This design comes from an exercise in tuning for small area, a short achievable clock period and few clock cycles per item on the open sky130 flow, not from production work.
In this exercise RTL edits were held to simulation tests only and were not proved equivalent to the original.
Power figures rest on the tool's default switching activity, not on a simulated workload.

## red
==> flow/design.v (excerpt) <==
module covariance_accumulator
#(
   parameter int DATA_W = 16,
   parameter int LOG2_N = 2
) (
   input  logic              clk,
   input  logic              rst,
   input  logic              start,
   input  logic              in_valid,
   output logic              in_ready,
   input  logic [DATA_W-1:0] x_in,
   input  logic [DATA_W-1:0] y_in,
   output logic              bram_ena,
   output logic              bram_wea,
   output logic [1:0]        bram_addra,
   output logic [31:0]       bram_dina,
   output logic              busy,
   output logic              done
);
For scale: roughly 290 flip-flops, about 75 I/O pins, ~25000 µm² of cells after synthesis.
make LEC_CHECK=0 CAP_MARGIN=20 CORE_MARGIN=2 CORE_UTILIZATION=40 CTS_CLUSTER_DIAMETER=50 CTS_CLUSTER_SIZE=20 SETUP_SLACK_MARGIN=5 SLEW_MARGIN=20 finish   # period 8.5 ns
run.sh (not shown) runs the stock make flow with config.mk's settings and CLKGATE_MAP_FILE= SYNTH_SCRIPT=/design/flow/synth_recipe.tcl, a recipe that flattens the netlist after the stock synthesis.
Testbench counts of red, summed over its fixed seeds: cycles 5,128, windows 512.
Here is what was changed in the inputs of blue compared with red.
==> flow/flow/run.sh (new file) <==
#!/bin/bash
# The standard layout, except that Yosys's generic synth step skips its quick
# ABC pass (synth -noabc), so the design's own adder trees reach the full
# adder extraction as written. Everything else, including the final ABC
# mapping, the registers and the rest of the flow, is the standard one.
set -euo pipefail
sed '1s/.*/proc synth {args} { yosys synth -nofsm -noshare -noabc {*}$args }/' \
   synth_recipe.tcl > synth_noabc.tcl
grep -q -- '-noabc' synth_noabc.tcl
bash standard.sh SYNTH_SCRIPT="$PWD/synth_noabc.tcl" finish > flow_make.log 2>&1
==> flow/standard.sh (new file) <==
#!/bin/bash
# synth_recipe.tcl (not shown) runs the flow's synth.tcl, then flattens the netlist and writes it again
# the make line also repeats each setting of config.mk as NAME=value (left out here)
make -C /OpenROAD-flow-scripts/flow DESIGN_CONFIG=/design/flow/config.mk WORK_HOME=/design/flow/orfs CLKGATE_MAP_FILE= SYNTH_SCRIPT=/design/flow/synth_recipe.tcl "${@:-finish}"
--- a/flow/config.mk
+++ b/flow/config.mk
@@ -9,6 +9,4 @@
 export CORE_MARGIN = 2
 export CORE_UTILIZATION = 40
-export CTS_CLUSTER_DIAMETER = 50
-export CTS_CLUSTER_SIZE = 20
 export SETUP_SLACK_MARGIN = 5
 export SLEW_MARGIN = 20
removed: flow/run.sh
--- outcome ---
Endpoint of the most critical setup path: xy_c[17] -> red, xy_c[13] -> blue
There was hardly any difference in smallest hold slack between blue and red.
blue against red; net switching power is up by more than 10%.
Result: PASS for each of blue and red
Summary of blue over red: synthesized area fell about 4%; synthesized area per cell has increased; count of multi-input combinational gates now smaller.

* * *

## run A
covariance_accumulator again, from the RTL that the note above started with.
Settings: LEC_CHECK=0, CAP_MARGIN=20, CORE_MARGIN=2, CORE_UTILIZATION=40, SETUP_SLACK_MARGIN=5, SLEW_MARGIN=20; clock period 8.5 ns.
standard.sh (not shown) runs the stock make flow with config.mk's settings and CLKGATE_MAP_FILE= SYNTH_SCRIPT=/design/flow/synth_recipe.tcl, a recipe that flattens the netlist after the stock synthesis.
==> flow/flow/run.sh <==
#!/bin/bash
set -euo pipefail
bash standard.sh SETUP_SLACK_MARGIN=6.0 finish > flow_make.log 2>&1
Testbench counts of run A, summed over its fixed seeds: cycles 5,128, windows 512.
The inputs of run B differ from those of run A as listed below.
Settings: SETUP_SLACK_MARGIN now 4.8, was 5.
==> flow/run.sh (new file) <==
#!/bin/bash
# synth_recipe.tcl (not shown) runs the flow's synth.tcl, then flattens the netlist and writes it again
# the make line also repeats each setting of config.mk as NAME=value (left out here)
make -C /OpenROAD-flow-scripts/flow DESIGN_CONFIG=/design/flow/config.mk WORK_HOME=/design/flow/orfs CLKGATE_MAP_FILE= SYNTH_SCRIPT=/design/flow/synth_recipe.tcl finish
removed: flow/flow/run.sh
removed: flow/standard.sh
Run B: full flow OK, the timing, design-rule and antenna checks passed
Run B vs run A — hold slack rose 0.014 ns.
Power: run B draws less than run A
Run B against run A: total wire length after detailed routing down about 23%; global-route met1 utilization decreased 5.7 points; synthesized area barely changed.
> inputs changed (run B -> run C)
Settings: SETUP_SLACK_MARGIN changed from 4.8 to 5.
==> flow/flow/run.sh (new file) <==
#!/bin/bash
# The standard layout, except that synthesis leaves the adder trees to ABC
# instead of mapping them onto full-adder cells (ADDER_MAP_FILE empty), and
# timing repair aims at a tighter period than the design's clock. The clock,
# constraints, registers and the rest of the flow are the standard ones.
set -euo pipefail
bash standard.sh ADDER_MAP_FILE= SETUP_SLACK_MARGIN=5.5 finish > flow_make.log 2>&1
==> flow/standard.sh (new file) <==
#!/bin/bash
# synth_recipe.tcl (not shown) runs the flow's synth.tcl, then flattens the netlist and writes it again
# the make line also repeats each setting of config.mk as NAME=value (left out here)
make -C /OpenROAD-flow-scripts/flow DESIGN_CONFIG=/design/flow/config.mk WORK_HOME=/design/flow/orfs CLKGATE_MAP_FILE= SYNTH_SCRIPT=/design/flow/synth_recipe.tcl "${@:-finish}"
removed: flow/run.sh
Notes after the runs:
Run C vs run B: post-route standard cell area excluding fillers up by more than 10%
Going from run B to run C, cell depth of the worst hold path down 1, via count +6280.

-- separate check: timing with driven ports --
In the flow no input, the clock included, has a driving cell. The finished layouts below were timed again as built, in two steps. Step 1, drivers: a clkbuf_16 drives clk and a buf_2 each remaining input, both assumed. Step 2, shift: input delay + t, output delay - t, t = (earliest + latest rising clock arrival at the registers) / 2. This alone moves slack from input paths to output paths. Slacks: ideal ports / drivers / drivers and shift; pairs: ideal ports / drivers.
run | t, ns | setup WS [ns] | latest minus earliest clock arrival (ns) | worst register clock-pin slew, ns | worst data-port slew with drivers (ns)
red | 0.614 | 5.077 / 5.077 / 5.023 | 0.032 / 0.032 | 0.07 / 0.07 | 0.06
blue | 0.615 | 5.052 / 5.030 / 4.885 | 0.034 / 0.034 | 0.06 / 0.06 | 0.04
run A | 0.622 | 5.107 / 5.107 / 5.107 | 0.036 / 0.036 | 0.07 / 0.07 | 0.13
run B | 0.605 | 4.900 / 4.900 / 4.900 | 0.037 / 0.037 | 0.06 / 0.06 | 0.06
run C | 0.635 | 5.449 / 5.449 / 5.449 | 0.022 / 0.021 | 0.07 / 0.07 | 0.04
After both steps every run listed still meets setup and hold. For blue, which loses most, drivers alone change the setup slack by -0.022 ns; drivers and shift together by -0.167 ns.
